This design comes from an exercise in tuning for small area, a short achievable clock period and few clock cycles per item on the open sky130 flow, not from production work.
The RTL was checked by simulation tests, not by an equivalence proof against the original design.
Power is estimated from default activity; no workload was simulated.

==> flow/design.v (outline; a module is shown in full before it is edited, if it fits) <==
// module fltr_sched: 1794 lines
// module fltr_pg: 5 lines
// module fltr_fa: 4 lines
// module fltr_ha: 4 lines
module fltr_sched #(
   parameter int unsigned NCH  = 4,
   parameter int unsigned TAPS = 4,
   parameter int unsigned DW   = 16,
   parameter int unsigned CW   = 16,
   parameter int unsigned OW   = 32
) (
   input  logic                     clk,
   input  logic                     rst_n,
   input  logic [NCH-1:0]           req_vld,
   input  logic [NCH*DW-1:0]        req_data,
   output logic [NCH-1:0]           req_rdy,
   input  logic                     cfg_we,
   input  logic [$clog2(TAPS)-1:0]  cfg_addr,
   input  logic [CW-1:0]            cfg_coef,
   output logic                     cfg_busy,
   output logic                     out_vld,
   input  logic                     out_rdy,
   output logic [$clog2(NCH)-1:0]   out_ch,
   output logic [OW-1:0]            out_data
);
  // ...
==> flow/flow/run.sh <==
#!/bin/bash
# Standard synthesis (bash standard.sh synth) and the standard layout, with a larger
# setup slack margin for ORFS's repair_timing steps so the layout is optimised beyond the
# 11 ns constraint. Logs: synth.log, layout.log (ORFS's per-step logs are under orfs/logs).
set -uo pipefail
MARGIN=6.0
bash standard.sh synth > synth.log 2>&1 || { tail -50 synth.log; exit 1; }
bash standard.sh SETUP_SLACK_MARGIN=$MARGIN "BUFFER_PORTS_ARGS=-buffer_cell sky130_fd_sc_hd__buf_4" REMOVE_ABC_BUFFERS=1 finish > layout.log 2>&1 || { tail -50 layout.log; exit 1; }
==> flow/standard.sh <==
#!/bin/bash
# synth_recipe.tcl (not shown) runs the flow's synth.tcl, then flattens the netlist and writes it again
# the make line also repeats each setting of config.mk as NAME=value (left out here)
make -C /OpenROAD-flow-scripts/flow DESIGN_CONFIG=/design/flow/config.mk WORK_HOME=/design/flow/orfs CLKGATE_MAP_FILE= SYNTH_SCRIPT=/design/flow/synth_recipe.tcl "${@:-finish}"
==> flow/config.mk <==
export PLATFORM = sky130hd
export DESIGN_NAME = fltr_sched
export DESIGN_NICKNAME = fltr_sched
export VERILOG_FILES = /design/flow/design.v
export SDC_FILE = /design/flow/constraint.sdc
export NUM_CORES = 4
export LEC_CHECK = 0
export CAP_MARGIN = 20
export CORE_MARGIN = 2
export CORE_UTILIZATION = 60
export SLEW_MARGIN = 20
export SYNTH_HIERARCHICAL = 1
export SYNTH_MINIMUM_KEEP_SIZE = 0
==> flow/constraint.sdc <==
create_clock -name core_clock -period 11.0 [get_ports {clk}]
set_input_delay 2.2000 -clock core_clock [delete_from_list [all_inputs] [get_ports {clk}]]
set_output_delay 2.2000 -clock core_clock [all_outputs]
set_load 0.01 [all_outputs]
==> summary.md, run 1 <==
| Metric | Value |
|---|---|
| Internal power consumption | `8973 uW` |
| Clock sink count | `444` |
| Clock power share | `9.6%` |
| Critical Path AT | `3.21 ns` |
| Critical path buffer and inverter count | `3` |
| Mean Syn Cell Area | `between 10 and 15 sq um` |
| Largest fanout on the critical path | `8` |
| DP HPWL | `slightly below 100000 um` |
| Max_slew headroom | `21.34%` |
| Kind of end point of the critical path | `output pin` |
| Instance area at placement | `41460 sq um` |
| Average vias per placed instance | `7.390` |
| Clock network share of area | `3.182%` |
| Final-report hold violation count | `0` |
| Result of the run | `complete, no violations` |
| Slowest cell delay on critical path | `roughly 0.44 ns` |
| Number of maximum-capacitance constraint violations | `0` |
| Num CTS Buffers | `46` |
| Slack of the worst reg-to-reg path | `5.73 ns` |
| Grt met3 use | `between 10% and 20%` |
| Count of H-tree levels built during CTS | `2` |
| Top Metal Used | `met4` |
| Sequential power share | `between 10% and 20%` |
| Share of cell area taken by multi-input logic gates | `57.88%` |
| Power dissipated in the clock network | `1560 uW` |
| # port buffers | `129` |
| Instance count after placement with tap cells included | `4069` |
| Final critical delay including setup and external delays | `5.413 ns` |
| Latest clock arrival within the worst-skew pair | `between 0.6 and 0.7 ns` |
| Final net count | `~4100` |
| CP dominant cell by count | `sky130_fd_sc_hd__a21o_1` |
| Largest registers | `hist_q x192, op_q x64` |
| Antenna viol nets, final | `0` |
| Number of flip-flops in the largest register | `192` |
| Leading cell types in the layout, fill and taps excluded | `sky130_fd_sc_hd__xnor2_1 (526), sky130_fd_sc_hd__a22oi_1 (449), sky130_fd_sc_hd__fa_1 (391)` |
| Final Power | `between 15000 and 20000 uW` |
| Switching part of the total | `between 40% and 50%` |
| Worst vdd ir | `0.5658 mV` |
Testbench counts, summed over its fixed seeds: cycles 2,064, items 2,048.
==> run 2: changes to the inputs <==
--- a/flow/design.v
+++ b/flow/design.v
@@ -22,17 +22,17 @@
    logic [3:0][7:0]   bone, btwo, bneg;    
    logic [3:0][2:0][15:0] hist_q;    
    logic [3:0][1:0]   cnt_q;         
    logic [3:0][15:0]  op_q;          
    logic              a_vld_q;
    logic [1:0]        a_ch_q;
    logic              o_vld_q;
    logic [1:0]        o_ch_q;
-   logic [33:0]       o_ra_q, o_rb_q;
+   logic [33:0]       o_p_q, o_g_q;
    logic [15:0] hp_q, hp_d;
    function automatic logic [15:0] hp_for(input int last);
       hp_for = '0;
       for (int g = 0; g < 4; g++)
          for (int h = 0; h < 4; h++)
             if (((h - last + 7) % 4) < ((g - last + 7) % 4)) hp_for[4*g+h] = 1'b1;
    endfunction
    logic [3:0] gnt;
@@ -1711,18 +1711,18 @@
    fltr_fa u_fs516 (.a(fc453), .b(fs486), .c(fc485), .s(fs516), .co(fc516));
    wire fs517, fc517;
    fltr_fa u_fs517 (.a(fc455), .b(fs487), .c(fc486), .s(fs517), .co(fc517));
    wire fs518, fc518;
    fltr_fa u_fs518 (.a(hs29), .b(fc457), .c(fc487), .s(fs518), .co(fc518));
    wire [33:0] row_a = {1'b1, fc518, fc517, fc516, fc515, fc514, fc513, fc512, fc511, fc510, fc509, fc508, fc507, fc506, fc505, fc504, fc503, fc502, fc501, fc500, fc499, fc498, fc497, fc496, fc495, fc494, fc493, fc492, fc491, fc490, fc489, fc488, hc30, hs30};
    wire [33:0] row_b = {1'b0, hc29, fs518, fs517, fs516, fs515, fs514, fs513, fs512, fs511, fs510, fs509, fs508, fs507, fs506, fs505, fs504, fs503, fs502, fs501, fs500, fs499, fs498, fs497, fs496, fs495, fs494, fs493, fs492, fs491, fs490, fs489, fs488, hs28};
    logic [33:0] op_, og_;
-   assign op_ = o_ra_q ^ o_rb_q;
-   assign og_ = o_ra_q & o_rb_q;
+   assign op_ = o_p_q;
+   assign og_ = o_g_q;
    logic [30:0] gl [0:5];
    logic [30:0] pl [0:5];
    assign gl[0] = og_[30:0];
    assign pl[0] = op_[30:0];
    for (genvar l = 0; l < 5; l++) begin : g_ks
       for (genvar i = 0; i < 31; i++) begin : g_bit
          if (i >= (1 << l)) begin : g_op
             fltr_pg u_pg (.gh(gl[l][i]), .ph(pl[l][i]), .gl(gl[l][i - (1 << l)]),
@@ -1778,18 +1778,18 @@
       if (acc_ok) begin
          op_q   <= op_d;
          a_ch_q <= gnt_ch;
       end
       for (int c = 0; c < 4; c++)
          if (hs && gnt[c]) hist_q[c] <= {hist_q[c][1:0], req_data[16*c +: 16]};
       if (out_move) begin
          o_ch_q  <= a_ch_q;
-         o_ra_q  <= row_a;
-         o_rb_q  <= row_b;
+         o_p_q   <= row_a ^ row_b;
+         o_g_q   <= row_a & row_b;
       end
    end
    assign cfg_busy = a_vld_q;
    assign out_vld  = o_vld_q;
    assign out_ch   = o_ch_q;
    assign out_data = sat;
 endmodule
 module fltr_pg (input logic gh, input logic ph, input logic gl, input logic pl,
==> run 2 against run 1 <==
Core utilization fell by 0.28 points. Worst setup slack got worse by 0.079 ns. Sequential cell count did not move. Register-to-register slack got worse by 0.22 ns.
==> summary.md, run 2 <==
| Metric | Value |
|---|---|
| Average wire per cell in the routed design | `36.78 um` |
| FP Rows | `95` |
| Total via count in the routed design | `32420` |
| Final critical delay including setup and external delays | `5.492 ns (+0.07875 ns)` |
| Number of iterations in the first detailed-routing pass | `6` |
| Sequential standard cell area | `12850 sq um` |
| Area of the multi-input gates | `26870 sq um` |
| Power density over the cells | `395.5 nW/um^2` |
| Mean Syn Cell Area | `11.87 sq um (-0.37%)` |
| Final Power | `18400 uW (+13%)` |
| Average vias per placed instance | `7.431 (+0.55%)` |
| Hold/Removal Path Class | `register to register` |
| Die Y-Extent | `263.2 um` |
| Final setup violating endpoints | `0` |
| Antenna viol nets, final | `0 (unchanged)` |
| Total number of yosys warnings | `11` |
| Vias in the first global route | `33270` |
| Wire length of the first global-routing pass | `229600 um` |
| Number of flip-flops in the largest register | `192 (unchanged)` |
| Worst vdd ir | `0.4895 mV (-13%)` |
| Result of the run | `complete, no violations` |
| Most utilized layer in the global route result | `met2` |
| Count of H-tree levels built during CTS | `2 (unchanged)` |
| WL final | `about 160000 um` |
| Max Buffers Root-to-Sink | `3` |
| Number of DRC violations after detailed-routing iteration 0 | `roughly 5000` |
| Starting Density | `60.33%` |
| Most flop-heavy register | `hist_q` |
| All-Layer GR Usage | `45.96%` |
| Total grt overflow | `0` |
| Instance count after placement with tap cells included | `4094 (+0.61%)` |
| Core Region | `66800 sq um` |
| Latest clock arrival within the worst-skew pair | `0.63 ns (about the same)` |
| Clock tree from TritonCTS | `yes` |
| Timing startpoint of the critical path | `bneg[4]$_DFFE_PN0P_` |
| Kind of critical path | `register to register` |
| P_leak | `0.01784 uW` |
| Instance area at placement | `41560 sq um (+0.23%)` |
| Min-delay src | `a_ch_q[1]$_DFFE_PN_` |
| DP HPWL | `102700 um (+4.2%)` |
| Number of antenna violations at the first check in global routing | `3` |
| Post-route cell area | `46530 sq um` |
| Cell Count, Final, Fillers Out | `around 4400` |
| Post-Route Hold Slack | `roughly 0.43 ns` |
| Largest registers | `hist_q x192, op_q x64` |
| Grt met3 use | `14.76% (-0.20 points)` |
| Post-Route Skew | `0.03640 ns` |
| Clock root buffer master | `sky130_fd_sc_hd__clkbuf_16` |
| Slew at the pin closest to its max-slew limit | `1.139 ns` |
| Num CTS Buffers | `48 (+4.3%)` |
| Number of filler instances in the final layout | `4729` |
| X dimension of the die | `263.2 um` |
| Largest fanout on the critical path | `19 (+11)` |
| Kind of end point of the critical path | `register` |
| Top Ports | `130` |
| Leading cell types in the layout, fill and taps excluded | `sky130_fd_sc_hd__xnor2_1 (530), sky130_fd_sc_hd__a22oi_1 (454), sky130_fd_sc_hd__fa_1 (397)` |
| Routing usage on met2 | `70.93%` |
| Final net count | `4144 (+0.22%)` |
| Final TNS setup | `0 ns` |
| Critical Path AT | `5.87 ns (+2.66 ns)` |
| Share of post-route cells with drive strength above 1 | `22.51%` |
| Cell area after technology mapping | `approximately 40000 sq um` |
| Launch instance of the worst register-to-register path | `bneg[4]$_DFFE_PN0P_` |
| # port buffers | `129 (unchanged)` |
| Crit start category | `register` |
| Final-report hold violation count | `0 (unchanged)` |
| Synthesized instance count | `about 3400` |
| Clock transition at the registers of the reported paths | `0.07 ns` |
| Highest attainable clock frequency | `0.1821 GHz` |
| Max_slew headroom | `23.91% (+2.6 points)` |
| Final RePlAce weighted congestion | `1.015` |
| Commonest non-fill, non-tap cell in the layout | `sky130_fd_sc_hd__xnor2_1` |
| Die area | `about 70000 sq um` |
| Setup repair after global routing missed its margin | `true` |
| Clock sink count | `444 (unchanged)` |
| Max Transition Viols Final | `0` |
| Met1 usage in global routing | `a little under three fifths` |
| Area Growth Syn to Fin | `15.45%` |
| Number of maximum-capacitance constraint violations | `0 (unchanged)` |
| Crit path required time | `11.38 ns` |
| Post-route clock period utilization | `49.92%` |
| Maximum number of pins on one net before global-route repair | `76` |
| DRC | `0` |
==> run 2: final cells by class <==
type | instances | share of cell area (%)
multi-input cells | 2533 | 57.74
flip-flops and latches | 444 | 27.61
repair buffers | 405 | 8.696
clock buffers | 73 | 2.977
well taps | 873 | 2.347
clock inverters | 17 | 0.4894
inverters | 16 | 0.1344
diodes | 1 | 0.005378
==> run 2: through the flow <==
stage                     setup slack (ns)  utilization [%]
final                                5.508            69.66
after global routing                 5.455            69.65
after CTS                            5.516            67.81
after detailed placement             4.901            62.21
after global placement               4.928            62.21
after floorplan                      3.164                -
==> run 2: what timing repair did <==
action                                  4_1_cts  5_1_grt
endpoints found under the setup margin       77       75
resized for setup                           216      163
cloned                                       21        0
pin swaps                                    59      111
hold buffers                                  0        0
setup buffers                                90       65
==> run 2: worst paths after layout <==
path | end | slack [ns] | cells past startpoint
min | o_ch_q[1]$_DFFE_PP_ | 0.43 | 0
min in group asynchronous | hp_q[11]$_DFFE_PN0P_ | 1.59 | 1
min reg2reg | o_ch_q[1]$_DFFE_PP_ | 0.43 | 0
max | o_p_q[16]$_DFFE_PP_ | 5.51 | 10
max reg2reg | o_p_q[16]$_DFFE_PP_ | 5.51 | 10
max in group asynchronous | bone[1]$_DFFE_PN0P_ | 7.88 | 2
==> run 2: per-layer routing <==
layer | routed length (um) | up-vias
met1 | 53640 | 16290
met4 | 13150 | 2
met5 | 14 | -
li1 | - | 12410
met3 | 21400 | 783
met2 | 72250 | 2935
==> run 2: critical path: stages (launching register included) <==
cell and delay [ns]:
sky130_fd_sc_hd__dfrtp_4 0.65, sky130_fd_sc_hd__xnor2_1 0.39, sky130_fd_sc_hd__fa_2 0.58, sky130_fd_sc_hd__fa_2 0.56, sky130_fd_sc_hd__fa_2 0.45, sky130_fd_sc_hd__fa_1 0.43, sky130_fd_sc_hd__fa_1 0.41, sky130_fd_sc_hd__fa_1 0.55
sky130_fd_sc_hd__fa_2 0.46, sky130_fd_sc_hd__fa_1 0.51, sky130_fd_sc_hd__ha_2 0.27
==> run 2: power breakdown <==
group	internal, uW	total (uW)	switching [uW]	leakage (uW)
clock network	948	1670	720	0.000777
registers	3040	3370	337	0.00461
logic	6250	13400	7110	0.0125
Testbench counts of run 2, summed over its fixed seeds: cycles 2,064, items 2,048.

## re-timing with driven ports
Ports are ideal in the flow. The routed layouts listed here were re-timed in OpenROAD. Step 1 assumes that a clkbuf_16 drives the clock port and a buf_2 every other input. Step 2 times the ports against the registers' clock, not the clock port: input delays grow and output delays shrink by t, the midpoint of the rising clock arrivals with the driver on. Three values: ideal ports, drivers, drivers and shift; two values: the first two.
| run | shift t [ns] | setup slack, ns | worst setup path after step 2 | latest minus earliest clock arrival (ns) |
|---|---|---|---|---|
| run 1 | 0.668 | 5.587 / 5.521 / 5.726 | register to register | 0.035 / 0.034 |
| run 2 | 0.675 | 5.508 / 5.508 / 5.508 | register to register | 0.038 / 0.037 |
After both steps setup and hold are still met in every run listed.
